Source: an optimization exercise on an open RTL-to-GDS flow (aim: small area). Production flows keep margins and buffers that such runs may drop. In this exercise RTL edits were held to simulation tests only and were not proved equivalent to the original.

build 72:
## turbo_decoder_top
module turbo_decoder_top #(
    parameter int MAX_ITER = 16
) (
    input  wire          clk_p_i,
    input  wire          reset_n_i,
    input  wire          start_i,
    input  wire [20:0]   data_i,
    input  wire          siso_done_i,
    input  wire [69:0]   siso_llr_i,
    output wire          siso_start_o,
    output wire [125:0]  siso_req_o,
    output wire          done_o,
    output wire [4:0]    data_o
);
Size: roughly 770 cells after synthesis, roughly 240 flip-flops.
Settings: LEC_CHECK=0, ABC_AREA=1, CAP_MARGIN=20, CORE_MARGIN=2, CORE_UTILIZATION=60, SLEW_MARGIN=20; clock period 12.0 ns.
standard.sh (not shown) runs the stock make flow with config.mk's settings and CLKGATE_MAP_FILE= SYNTH_SCRIPT=/design/flow/synth_recipe.tcl, a recipe that flattens the netlist after the stock synthesis.
==> flow/flow/run.sh <==
#!/bin/bash
# The standard layout with three changes:
#  - synthesis maps with an area-oriented ABC script (flow/abc_area.script)
#  - port buffers use the smallest buffer cell
#  - clock tree: clkbuf_8 only, clusters of up to 16 sinks, no dummy loads
set -e
rm -rf scripts_mod
cp -r "$FLOW_HOME/scripts" scripts_mod
cp flow/abc_area.script scripts_mod/abc_area.script
export SCRIPTS_DIR="$PWD/scripts_mod"
export BUFFER_PORTS_ARGS="-buffer_cell sky130_fd_sc_hd__buf_1"
export CTS_ARGS="-sink_clustering_enable -repair_clock_nets -dont_use_dummy_load -buf_list sky130_fd_sc_hd__clkbuf_8 -sink_clustering_size 16 -sink_clustering_max_diameter 80"
bash standard.sh > standard_run.log 2>&1
==> flow/flow/abc_area.script <==
strash
dc2
dch -f
amap -m
strash
dc2
dch -f
amap -m
strash
dc2
dch -f
amap -m
topo
Inputs modified between build 72 and build 41:
--- a/flow/flow/run.sh
+++ b/flow/flow/run.sh
@@ -11,0 +12 @@
+export SKIP_REPAIR_TIE_FANOUT=1
--- outcome ---
Build 41 ended with every stage complete and zero timing, DRC or antenna violations.
Looking at sequential share of cell area, build 41 sits 0.34 points higher than build 72 does.
The lower post-route fraction of the period consumed by the critical path came out of build 72.
Cells: build 41 has fewer instances than build 72
Looking at build 72 and build 41, the worst-skew pair later-pin latency is a wash.
Build 72 -> build 41: routed length on met3 decreased by a little under 10%
Build 41 — post-synthesis to final-layout area growth 0.74 points lower, build 72 as reference
Input-level comparison between build 78 and build 41:
--- a/flow/flow/abc_area.script
+++ b/flow/flow/abc_area.script
@@ -13,0 +14,4 @@
+stime -c
+buffer -c
+upsize -c
+dnsize -c
### Flow results
Clock latency reported for the late side of the worst-skew pair (higher): build 41. Build 41 and build 78 ended up with roughly the same routed wire length. NOTE post-route standard cell area excluding fillers build 41->build 78 decreased slightly. For build 78, the last element of the critical path was u_ctrl.par1_q[25], unlike build 41, where it was u_ctrl.apri_q[16]. Build 78 ended up with sky130_fd_sc_hd__fa_1 as its library cell contributing the largest single delay on the critical path; build 41 ended up with sky130_fd_sc_hd__fa_2. Global-route usage: build 78 < build 41. The lower fraction of the core area covered by cells at the end of the flow of build 41 and build 78 is in build 78.

---

Another version of the RTL of turbo_decoder_top (not shown whole).
Size: roughly 230 I/O pins.
## turbo_decoder_top
module turbo_decoder_top #(
    parameter int MAX_ITER = 16
) (
    input  wire          clk_p_i,
    input  wire          reset_n_i,
    input  wire          start_i,
    input  wire [20:0]   data_i,
    input  wire          siso_done_i,
    input  wire [69:0]   siso_llr_i,
    output wire          siso_start_o,
    output wire [125:0]  siso_req_o,
    output wire          done_o,
    output wire [4:0]    data_o
);
    logic        block_ready;
    logic        early;
    logic [19:0] sys04_vec;
    logic [7:0]  sys56_vec;
    logic [27:0] par1_vec;
    logic [27:0] par2_vec;
    soft_input_loader u_loader (
        .clk_p_i       (clk_p_i),
        .reset_n_i     (reset_n_i),
        .start_i       (start_i),
        .data_i        (data_i),
        .early_o       (early),
        .block_ready_o (block_ready),
        .sys04_o       (sys04_vec),
        .sys56_o       (sys56_vec),
        .par1_o        (par1_vec),
        .par2_o        (par2_vec)
    );
    turbo_iter_ctrl #(
        .MAX_ITER (MAX_ITER)
    ) u_ctrl (
        .clk_p_i       (clk_p_i),
        .reset_n_i     (reset_n_i),
        .early_i       (early),
        .block_ready_i (block_ready),
        .sys04_i       (sys04_vec),
        .sys56_i       (sys56_vec),
        .par1_i        (par1_vec),
        .par2_i        (par2_vec),
        .siso_done_i   (siso_done_i),
        .siso_llr_i    (siso_llr_i),
        .siso_start_o  (siso_start_o),
        .siso_req_o    (siso_req_o),
        .done_o        (done_o),
        .data_o        (data_o)
    );
endmodule
Settings: LEC_CHECK=0, ABC_AREA=1, CAP_MARGIN=0, CORE_MARGIN=2, CORE_UTILIZATION=75, GPL_TIMING_DRIVEN=0, PLACE_DENSITY=0.85, SLEW_MARGIN=0; clock period 12.0 ns.
==> flow/flow/run.sh <==
#!/bin/bash
# The standard layout (standard.sh) with these changes:
#  - synthesis maps with an area-oriented ABC script (flow/abc_area.script)
#  - port buffers use the smallest buffer cell
#  - the constant outputs share one tie cell
#  - floorplan removes synthesis buffers instead of repairing timing before
#    placement (timing is repaired after placement, CTS and global routing)
#  - clock tree: clkbuf_8 only, clusters of up to 16 sinks, no dummy loads
set -e
rm -rf scripts_mod
cp -r "$FLOW_HOME/scripts" scripts_mod
cp flow/abc_area.script scripts_mod/abc_area.script
export SCRIPTS_DIR="$PWD/scripts_mod"
export BUFFER_PORTS_ARGS="-buffer_cell sky130_fd_sc_hd__buf_1"
export SKIP_REPAIR_TIE_FANOUT=1
export REMOVE_ABC_BUFFERS=1
export CTS_ARGS="-sink_clustering_enable -repair_clock_nets -dont_use_dummy_load -buf_list sky130_fd_sc_hd__clkbuf_8 -sink_clustering_size 16 -sink_clustering_max_diameter 80"
bash standard.sh > standard_run.log 2>&1
==> flow/flow/abc_area.script <==
strash
dc2
dch -f
amap -m
strash
dc2
dch -f
amap -m
strash
dc2
dch -f
amap -m
topo
==> next run, changes <==
Settings changed: GPL_TIMING_DRIVEN 0 to unset.
First-iteration DRC count shrinks by about 30%.
Worst hold slack barely changes.
Design area shrinks by 0.41%.
Non-clock buffer count grows by 5.
==> next run, changes <==
Settings changed: CORE_UTILIZATION 75 to 85, PLACE_DENSITY 0.85 to 0.9.
=> The new run did not get past clock tree synthesis (4_1_cts), error DPL-0033; area after synthesis is unchanged; synthesized cell count does not change.

---

Another version of the RTL of turbo_decoder_top (not shown whole).
Size in the first run: roughly 240 flip-flops.
export LEC_CHECK = 0
export ABC_AREA = 1
export CAP_MARGIN = 20
export CORE_MARGIN = 2
export CORE_UTILIZATION = 75
export PLACE_DENSITY = 0.85
export SLEW_MARGIN = 20
create_clock -name core_clock -period 12.0 [get_ports {clk_p_i}]
Scripts as last shown in full above: flow/flow/run.sh, flow/flow/abc_area.script
Change:
CAP_MARGIN = 0   (was 20)
CORE_UTILIZATION = 60   (was 75)
PLACE_DENSITY = default   (was 0.85)
SLEW_MARGIN = 0   (was 20)
After rerunning: Hold slack got worse by 0.021 ns; flip-flop and latch count is unchanged; cell count came out higher by 3.5%; die area climbs by 24%; worst setup slack improves by 0.12 ns; critical path depth rose by 4; global-route usage decreases by 9.5 points.
Change:
==> flow/flow/abc_area.script (replaced) <==
strash
dch -f
amap
strash
dch -f
amap
strash
dch -f
amap
topo
CORE_UTILIZATION = 75   (was 60)
PLACE_DENSITY = 0.85   (was default)
After rerunning: Routed wire length increases by 10%. Utilization increases by 18 points. Global-route usage increases by 8.8 points. Critical path depth increases by 1. Setup slack loses 0.14 ns. Final area hardly moves.
Change:
==> flow/flow/abc_area.script (replaced) <==
strash
dc2
dch -f
amap -m
strash
dc2
dch -f
amap -m
strash
dc2
dch -f
amap -m
topo
CAP_MARGIN = 20   (was 0)
CORE_UTILIZATION = 60   (was 75)
PLACE_DENSITY = default   (was 0.85)
SLEW_MARGIN = 20   (was 0)
=>
- The new run went through all stages and came out clean
- worst setup slack is better by 0.14 ns
- wire length falls by 9.3%
Change:
CAP_MARGIN = 0   (was 20)
CORE_UTILIZATION = 75   (was 60)
PLACE_DENSITY = 0.85   (was default)
SLEW_MARGIN = 0   (was 20)
Synthesized cell count stays the same.
Design area came out lower by 0.77%.
Routed wire length climbs by 12%.
Via count rises by 5.2%.
Area after synthesis is unchanged.
Core utilization rises by 17 points.

---

Another version of the RTL of turbo_decoder_top (not shown whole).
For scale: about 940 cells after synthesis, about 230 I/O pins, roughly 10000 um^2 of cells after synthesis.
Settings: LEC_CHECK=0, ABC_AREA=1, CAP_MARGIN=0, CORE_MARGIN=2, CORE_UTILIZATION=75, PLACE_DENSITY=0.85, SLEW_MARGIN=0; clock period 12.0 ns.
==> flow/flow/run.sh <==
#!/bin/bash
# The standard layout (standard.sh) with these changes:
#  - synthesis maps with an area-oriented ABC script (flow/abc_area.script)
#  - port buffers use the smallest buffer cell
#  - the constant outputs share one tie cell
#  - floorplan removes synthesis buffers instead of repairing timing before
#    placement (timing is repaired after placement, CTS and global routing)
#  - clock tree: clkbuf_8 only, clusters of up to 16 sinks, no dummy loads
set -e
rm -rf scripts_mod
cp -r "$FLOW_HOME/scripts" scripts_mod
cp flow/abc_area.script scripts_mod/abc_area.script
export SCRIPTS_DIR="$PWD/scripts_mod"
export BUFFER_PORTS_ARGS="-buffer_cell sky130_fd_sc_hd__buf_1"
export SKIP_REPAIR_TIE_FANOUT=1
export REMOVE_ABC_BUFFERS=1
export CTS_ARGS="-sink_clustering_enable -repair_clock_nets -dont_use_dummy_load -buf_list sky130_fd_sc_hd__clkbuf_8 -sink_clustering_size 18 -sink_clustering_max_diameter 80"
bash standard.sh > standard_run.log 2>&1
==> flow/flow/abc_area.script <==
strash
dc2
dch -f
amap -m
strash
dc2
dch -f
amap -m
strash
dc2
dch -f
amap -m
topo
==> next run, changes <==
--- a/flow/flow/run.sh
+++ b/flow/flow/run.sh
@@ -15,4 +15,4 @@
 export SKIP_REPAIR_TIE_FANOUT=1
 export REMOVE_ABC_BUFFERS=1
-export CTS_ARGS="-sink_clustering_enable -repair_clock_nets -dont_use_dummy_load -buf_list sky130_fd_sc_hd__clkbuf_8 -sink_clustering_size 18 -sink_clustering_max_diameter 80"
+export CTS_ARGS="-sink_clustering_enable -repair_clock_nets -dont_use_dummy_load -buf_list sky130_fd_sc_hd__clkbuf_8 -sink_clustering_size 16 -sink_clustering_max_diameter 80"
 bash standard.sh > standard_run.log 2>&1
The new run produced a clean layout. Worst hold slack is worse by 0.0093 ns. Synthesized cell count is unchanged. Setup slack is better by 0.024 ns. Die area stays the same. Flip-flop and latch count does not change. Non-clock buffer count stays the same. Design area barely changes.

==> static timing again, ports no longer ideal <==
The flow's constraints put no driver on any port. The routed layouts listed below were extracted and timed again, unchanged, in two steps.
Step 1 sets driving cells, clkbuf_16 on the clock port and buf_2 on the other inputs (assumed; they add their load-dependent delay and slew).
Step 2, shift: input delay + t, output delay - t, t = (earliest + latest rising clock arrival at the registers) / 2. This alone moves slack from input paths to output paths.
a / b / c = ideal ports / drivers / drivers and shift; a / b = the first two.
| run | t (ns) | setup WS [ns] | worst setup path at the end | worst slew at a driven data input, ns | pins driven straight from the clock port |
|---|---|---|---|---|---|
| build 72 | 0.526 | 0.899 / 0.912 / 0.386 | input to register | 0.07 | 1 |
| build 41 | 0.527 | 0.863 / 0.877 / 0.350 | input to register | 0.06 | 1 |
| build 78 | 0.516 | 0.544 / 0.559 / 0.043 | input to register | 0.06 | 1 |
| the first run of note 2 | 0.521 | 0.331 / 0.349 / -0.172 | input to register | 0.05 | 1 |
| the second run of note 2 | 0.512 | 0.474 / 0.488 / -0.024 | input to register | 0.05 | 1 |
| the first run of note 3 | 0.532 | 0.402 / 0.417 / -0.115 | input to register | 0.05 | 1 |
| the second run of note 3 | 0.521 | 0.520 / 0.539 / 0.018 | input to register | 0.04 | 1 |
| the third run of note 3 | 0.545 | 0.379 / 0.398 / -0.148 | input to register | 0.05 | 1 |
| the fourth run of note 3 | 0.522 | 0.521 / 0.540 / 0.018 | input to register | 0.04 | 1 |
| the fifth run of note 3 | 0.532 | 0.377 / 0.392 / -0.141 | input to register | 0.05 | 1 |
| the first run of note 4 | 0.508 | 0.529 / 0.546 / 0.038 | input to register | 0.05 | 1 |
| the second run of note 4 | 0.531 | 0.553 / 0.571 / 0.040 | input to register | 0.06 | 1 |
With both steps, setup timing fails in 5 of these runs, where it was met with ideal ports. The setup slack of the third run of note 3, which loses most, moves by +0.019 ns with the drivers and by -0.527 ns with both steps.
